This is an optimization exercise on Yosys and OpenROAD, whose aim is small area, a short achievable clock period and few clock cycles, not a production implementation.
Only simulation tests tie the RTL to the original design; equivalence was not proved.
Power figures rest on the tool's default switching activity, not on a simulated workload.

==> flow/design.v <==
`default_nettype none
package battleship_pkg;
    localparam int BOARD_ROWS  = 10;
    localparam int BOARD_COLS  = 10;
    localparam int NUM_SHIPS   = 5;
    localparam int FLEET_CELLS = 17;         
    typedef logic [3:0] coord_t;             
    typedef logic [2:0] ship_len_t;          
    typedef logic [2:0] ship_idx_t;          
    typedef logic [4:0] hit_count_t;         
    localparam logic [3*NUM_SHIPS-1:0] SHIP_LENGTHS = {3'd2, 3'd3, 3'd3, 3'd4, 3'd5};
    typedef enum logic [1:0] {
        cell_empty = 2'b00,
        cell_miss  = 2'b01,
        cell_hit   = 2'b10,
        cell_ship  = 2'b11
    } cell_t;
    typedef enum logic [2:0] {
        rk_placed   = 3'd0,
        rk_rejected = 3'd1,
        rk_miss     = 3'd2,
        rk_hit      = 3'd3,
        rk_win      = 3'd4
    } report_kind_t;
    typedef struct packed {
        logic   player;
        logic   horizontal;                  
        coord_t row;
        coord_t col;
    } request_t;
    typedef struct packed {
        report_kind_t kind;
        coord_t       row;
        coord_t       col;
        logic         player;                
    } report_t;
endpackage
`default_nettype wire
`timescale 1ns/1ps
`default_nettype none
module battleship_top (
    input  logic        clk,
    input  logic        reset,
    input  logic        read,
    input  logic [9:0]  req,
    output logic [11:0] data_out,
    output logic        data_ready
);
    localparam logic [2:0] K_PLACED = 3'd0, K_REJ = 3'd1, K_MISS = 3'd2,
                           K_HIT = 3'd3, K_WIN = 3'd4;
    logic        placing;            
    logic        over;               
    logic        turn;               
    logic [4:0]  sidx;               
    logic [4:0]  hits [2];           
    logic [3:0]  srow [10];          
    logic [3:0]  scol [10];
    logic        shor [10];
    logic [99:0] shot [2];           
    logic       p, h;
    logic [3:0] r, c;
    assign p = req[9];
    assign h = req[8];
    assign r = req[7:4];
    assign c = req[3:0];
    logic shooting;
    assign shooting = !placing && !over;
    logic [2:0] lm1;
    always_comb
    begin
        if (sidx[0])      lm1 = 3'd4;
        else if (sidx[1]) lm1 = 3'd3;
        else if (sidx[4]) lm1 = 3'd1;
        else              lm1 = 3'd2;
    end
    logic bsel;
    assign bsel = placing ? turn : !turn;
    function automatic logic [3:0] lm1_of(input int k);
        case (k)
            0:       lm1_of = 4'd4;
            1:       lm1_of = 4'd3;
            4:       lm1_of = 4'd1;
            default: lm1_of = 4'd2;
        endcase
    endfunction
    logic [4:0] valid;
    logic [3:0] r_lo [5], r_hi [5], c_lo [5], c_hi [5];
    logic [3:0] r_lo_v [5], c_lo_h [5];
    always_comb
    begin
        for (int i = 0; i < 5; i++)
        begin
            logic [3:0] sr, sc;
            logic       sh;
            sr = bsel ? srow[5+i] : srow[i];
            sc = bsel ? scol[5+i] : scol[i];
            sh = bsel ? shor[5+i] : shor[i];
            r_lo[i] = sr;
            c_lo[i] = sc;
            r_hi[i] = sh ? sr : sr + lm1_of(i);
            c_hi[i] = sh ? sc + lm1_of(i) : sc;
            r_lo_v[i] = (sr > 4'(lm1)) ? sr - 4'(lm1) : 4'd0;
            c_lo_h[i] = (sc > 4'(lm1)) ? sc - 4'(lm1) : 4'd0;
        end
        valid[0] = !placing || !sidx[0];
        valid[1] = !placing || !(sidx[0] || sidx[1]);
        valid[2] = !placing || sidx[3] || sidx[4];
        valid[3] = !placing || sidx[4];
        valid[4] = !placing;
    end
    logic hz, vt;                    
    assign hz = placing && h;
    assign vt = placing && !h;
    logic overlap;
    always_comb
    begin
        overlap = 1'b0;
        for (int i = 0; i < 5; i++)
        begin
            logic ok_r, ok_c;
            ok_r = (r <= r_hi[i]) && (vt ? (r >= r_lo_v[i]) : (r >= r_lo[i]));
            ok_c = (c <= c_hi[i]) && (hz ? (c >= c_lo_h[i]) : (c >= c_lo[i]));
            overlap = overlap || (valid[i] && ok_r && ok_c);
        end
    end
    logic [9:0] rsel, csel;
    always_comb
    begin
        for (int i = 0; i < 10; i++)
        begin
            rsel[i] = (r == 4'(i));
            csel[i] = (c == 4'(i));
        end
    end
    logic [99:0] tmap;
    logic        was_shot;
    assign tmap     = turn ? shot[0] : shot[1];      
    always_comb
    begin
        was_shot = 1'b0;
        for (int i = 0; i < 10; i++)
            for (int j = 0; j < 10; j++)
                was_shot = was_shot || (rsel[i] && csel[j] && tmap[10*i+j]);
    end
    logic fits, turn_ok, on_board;
    logic [3:0] lim;
    assign lim      = 4'd9 - 4'(lm1);            
    assign on_board = (r < 4'd10) && (c < 4'd10);
    assign fits     = h ? ((r < 4'd10) && (c <= lim)) : ((c < 4'd10) && (r <= lim));
    assign turn_ok  = (p == turn);
    logic place_ok, shot_ok, hit, win;
    assign place_ok = placing && turn_ok && fits && !overlap;
    assign shot_ok  = shooting && turn_ok && on_board && !was_shot;
    assign hit      = shot_ok && overlap;
    assign win      = hit && ((turn ? hits[0] : hits[1]) == 5'd16);
    logic [2:0] kind;
    always_comb
    begin
        if (place_ok)     kind = K_PLACED;
        else if (win)     kind = K_WIN;
        else if (hit)     kind = K_HIT;
        else if (shot_ok) kind = K_MISS;
        else              kind = K_REJ;
    end
    always_ff @(posedge clk)
    begin
        data_out <= {kind, r, c, p};
        if (reset)
        begin
            data_ready <= 1'b0;
            placing    <= 1'b1;
            over       <= 1'b0;
            turn       <= 1'b0;
            sidx       <= 5'b00001;
            hits[0]    <= '0;
            hits[1]    <= '0;
        end
        else
        begin
            data_ready <= read;
            if (read && place_ok)
            begin
                sidx <= {sidx[3:0], sidx[4]};
                if (sidx[4])
                begin
                    turn <= 1'b0;
                    if (turn)
                        placing <= 1'b0;
                    else
                        turn <= 1'b1;
                end
            end
            if (read && shot_ok)
            begin
                turn <= !turn;
                if (hit)
                begin
                    if (turn) hits[0] <= hits[0] + 1'b1;
                    else      hits[1] <= hits[1] + 1'b1;
                end
                if (win)
                    over <= 1'b1;
            end
        end
    end
    always_ff @(posedge clk)
    begin
        for (int k = 0; k < 5; k++)
        begin
            if (placing && sidx[k])
            begin
                if (turn)
                begin
                    srow[5+k] <= r;
                    scol[5+k] <= c;
                    shor[5+k] <= h;
                end
                else
                begin
                    srow[k] <= r;
                    scol[k] <= c;
                    shor[k] <= h;
                end
            end
        end
    end
    always_ff @(posedge clk)
    begin
        for (int i = 0; i < 10; i++)
            for (int j = 0; j < 10; j++)
            begin
                if (reset)
                begin
                    shot[0][10*i+j] <= 1'b0;
                    shot[1][10*i+j] <= 1'b0;
                end
                else if (read && shooting && rsel[i] && csel[j])
                begin
                    if (p && turn)
                        shot[0][10*i+j] <= 1'b1;
                    if (!p && !turn)
                        shot[1][10*i+j] <= 1'b1;
                end
            end
    end
endmodule
`default_nettype wire
==> flow/run.sh <==
#!/bin/bash
# synth_recipe.tcl (not shown) runs the flow's synth.tcl, then flattens the netlist and writes it again
# the make line also repeats each setting of config.mk as NAME=value (left out here)
make -C /OpenROAD-flow-scripts/flow DESIGN_CONFIG=/design/flow/config.mk WORK_HOME=/design/flow/orfs CLKGATE_MAP_FILE= SYNTH_SCRIPT=/design/flow/synth_recipe.tcl finish
==> flow/config.mk <==
export PLATFORM = sky130hd
export DESIGN_NAME = battleship_top
export DESIGN_NICKNAME = battleship_top
export VERILOG_FILES = /design/flow/design.v
export SDC_FILE = /design/flow/constraint.sdc
export NUM_CORES = 4
export LEC_CHECK = 0
export CAP_MARGIN = 20
export CORE_MARGIN = 2
export CORE_UTILIZATION = 40
export SLEW_MARGIN = 20
==> flow/constraint.sdc <==
create_clock -name core_clock -period 9.0 [get_ports {clk}]
set_input_delay 1.8000 -clock core_clock [delete_from_list [all_inputs] [get_ports {clk}]]
set_output_delay 1.8000 -clock core_clock [all_outputs]
set_load 0.01 [all_outputs]
==> results_dict.tcl <==
set metrics [dict create \
    insertion_delay_ns 0.54 \
    cp-end-kind "flop" \
    synth_ff_type "dfxtp_1" \
    gp_congestion 0.818 \
    switching_share 0.232 \
    post_cts_buffers 0 \
    wl_per_cell_um 19.2 \
    clk_pin_slew_ns 0.06 \
    dieArea_mm2 0.0431 \
    num_rows 74 \
    firstDrtPassIters 5 \
    pwr-share-seq 0.466 \
    finalCriticalPeriod_ns 6.23 \
    synth-edff-count 90 \
    final_cells 2285 \
    wl_um 43900 \
    nets 1895 \
    clock_path_buffers 3 \
    die_w_um 208 \
    drc_errors 0 \
    grt_pass1_vias 12600 \
    yosys.area_share.simple 0.133 \
    track_usage 0.200 \
    diodes 0 \
    grt-ovfl-total 0 \
    synth_cell_type_count 71 \
    syn_area_per_cell_um2 9.64 \
    root_buffer "clkbuf_16" \
    synth_top_cell_by_area "dfxtp_1" \
    synth_top_family_by_area "compound AO/OA/AOI/OAI gates" \
    nFillCells 3846 \
    ys_seq_elements 321 \
    power_leakage_nw 7.13 \
    slew_violations 0 \
    crit_fanout 32 \
    port_buffers 25 \
    initial_core_util 0.406 \
    synthMuxAreaShare 0.0999 \
    fin_crit_sh 0.692 \
    maxSlewHeadroom 0.282 \
    synthAdderAreaFrac 0.121 \
    cts-buffers-inserted 37 \
    finClkSkew_ns 0.0242 \
    hpwl_um 27600 \
    area_growth_pct 11.7 \
    hold_viol 0 \
    syn_nets 1891 \
    synthTopCellsByCount "nor2_1 (270), a21oi_1 (260), dfxtp_1 (231)" \
    peakVddDrop_v 0.000133 \
    yosysSeqAreaShare 0.441 \
    multiInputGateArea_mm2 0.00868 \
    synth_top_area_frac 0.279 \
    p_comb_frac 0.074 \
    synthCells 1722 \
    grt_max_degree 143 \
    async_reset_ff_frac 0 \
    hold_class "flop to flop" \
    worstSetupStartpointType "flop" \
    max_freq_mhz 161 \
    synth.most_common_cell "nor2_1" \
    cp_data_arrival_time_ns 6.67 \
    grt_setup_unrepaired "false" \
    vias 12800 \
    status "no timing/DRC/antenna violations" \
    setup_viol 0 \
    clock-sinks 321 \
    fin_tns_setup_ns 0 \
    crit_type "flop to flop" \
    cts_tree "built" \
    internal_power_mw 2.46 \
    dp.cells 2219 \
    holdWs_ns 0.461 \
    regArea_mm2 0.00733 \
    post_cts_resized 0 \
    die_y_um 208 \
    required_ns 9.44 \
    antenna_found_initial 0 \
    drt_iter0_drc 886 \
    tightest_slew_ns 1.05 \
    layout-drive-gt1-share 0.0713 \
    synth_area_leaders "dfxtp_1 (28%), edfxtp_1 (16%), ha_1 (11%)" \
    final_core_util 0.453 \
    synth.cell_area_mm2 0.0166 \
    viasPerCell 5.59 \
    core-area_mm2 0.0409 \
    io_pins 26 \
    clkPwrFrac 0.460 \
    synth_xor_area_frac 0.0194 \
    yosysWarnings 12 \
    p_switching_mw 0.742 \
    power_density_mw_per_mm2 173 \
    ant_nets 0 \
    cts_hold_buf 0 \
    grt_pass1_wl_um 69600 \
    synth_compound_area_frac 0.147 \
    htree_levels 2 \
    maxCapViolations 0 \
]
placed cells by master (no fill, tap or decap), types with 10 or more instances in the layout:
| cell type | count |
|---|---|
| nand2b_1 | 25 |
| nand2_1 | 61 |
| o21ai_0 | 54 |
| inv_1 | 61 |
| edfxtp_1 | 90 |
| buf_4 | 27 |
| nor2_1 | 267 |
| xnor2_1 | 20 |
| a21o_1 | 12 |
| a21oi_1 | 260 |
| nor2b_1 | 26 |
| a211oi_1 | 11 |
| mux2_2 | 19 |
| and3_1 | 12 |
| clkbuf_1 | 12 |
| clkdlybuf4s50_1 | 20 |
| ha_1 | 148 |
| nand4_1 | 10 |
| mux2i_1 | 136 |
| dfxtp_1 | 230 |
| o22ai_1 | 38 |
| clkbuf_16 | 38 |
| xor2_1 | 15 |
power by group through the flow:
| stage | clock network [mW] | registers [mW] | logic [mW] |
|---|---|---|---|
| CTS | 1.51 | 1.49 | 0.236 |
| floorplan | 0 | 1.53 | 0.150 |
| global placement | 0 | 1.53 | 0.227 |
| detailed placement | 0 | 1.53 | 0.235 |
| finish | 1.47 | 1.49 | 0.236 |
| global route | 1.56 | 1.49 | 0.266 |
layer usage:
layer,track usage,share of wire,up-vias
met2,0.331,0.46,272
met5,0,0,-
met4,0.0687,0.030,0
li1,-,-,6181
met3,0.0297,0.043,91
met1,0.269,0.47,6233
kinds of logic (layout without fill, tap and decap cells):
kind of cell / count (synthesis) / count (layout)
AND/OR/NAND/NOR: 468 / 468
AO/OA/AOI/OAI: 431 / 431
flip-flops: 321 / 321
buffers and inverters: 148 / 179
adder cells (fa/ha/maj): 156 / 156
multiplexers: 162 / 162
XOR/XNOR: 36 / 36
worst paths after layout:
path,from,end,slack (ns),cells after the start
min,shot[1][34],shot[1][34],0.46,2
max reg2reg,turn,turn,2.77,19
max,turn,turn,2.77,19
min reg2reg,shot[1][34],shot[1][34],0.46,2
sequential cells by signal, summed over array words and instances, names as in the netlist:
register,count
over,1
scol,40
turn,1
srow,40
sidx,5
data_out,12
hits,10
placing,1
shot,200
data_ready,1
shor,10
critical path: stages (launching register included):
cell and delay [ns]:
dfxtp_4 0.70, xor2_4 0.73, buf_4 0.43, mux2i_1 0.38, inv_1 0.15, fa_1 0.45
a21oi_1 0.15, a31oi_1 0.07, nand2b_1 0.18, nor2b_1 0.17, ha_1 0.26, nand2b_1 0.14
a21o_1 0.17, a2111oi_0 0.47, a2111o_1 0.16, o22ai_1 0.10, nor4_4 0.72, a31oi_1 0.21
or3_1 0.34, a21oi_1 0.14
cell type report:
type | instances | area share
flip-flops and latches | 321 | 0.395
well taps | 532 | 0.0359
inverters | 61 | 0.0123
repair buffers | 52 | 0.0234
clock inverters | 7 | 0.00466
clock buffers | 59 | 0.0604
multi-input cells | 1253 | 0.468
stage by stage:
| step | area, um^2 | power, mW | setup WS, ns |
|---|---|---|---|
| finish | 18500 | 3.20 | 2.77 |
| CTS | 18500 | 3.24 | 2.78 |
| global route | 18500 | 3.32 | 2.34 |
| detailed placement | 17300 | 1.76 | 2.79 |
| global placement | 17300 | 1.75 | 3.01 |
| floorplan | 16600 | 1.68 | 3.36 |
Testbench counts, summed over its fixed seeds: cycles 2,888.

[static timing again, ports no longer ideal]
The flow's constraints put no driver on any port. The routed layout listed below was extracted and timed again, unchanged, in two steps. Step 1, drivers: a clkbuf_16 drives clk and a buf_2 each remaining input, both assumed. Step 2 moves the port delays by t, midway between the first and last clock arrival at a register: inputs arrive t later, outputs are due t later. That takes back most of the time a late clock gives input paths. Three values: no drivers, after step 1, after step 2; two values: the first two.
shift t [ns]: 0.577
setup slack, ns: 2.770 / 2.769 / 2.769
latest minus earliest clock arrival (ns): 0.025 / 0.025
pins driven straight from the clock port: 1
After both steps setup and hold are still met in this run. For this run, drivers alone change the setup slack by -0.001 ns; drivers and shift together by -0.001 ns.
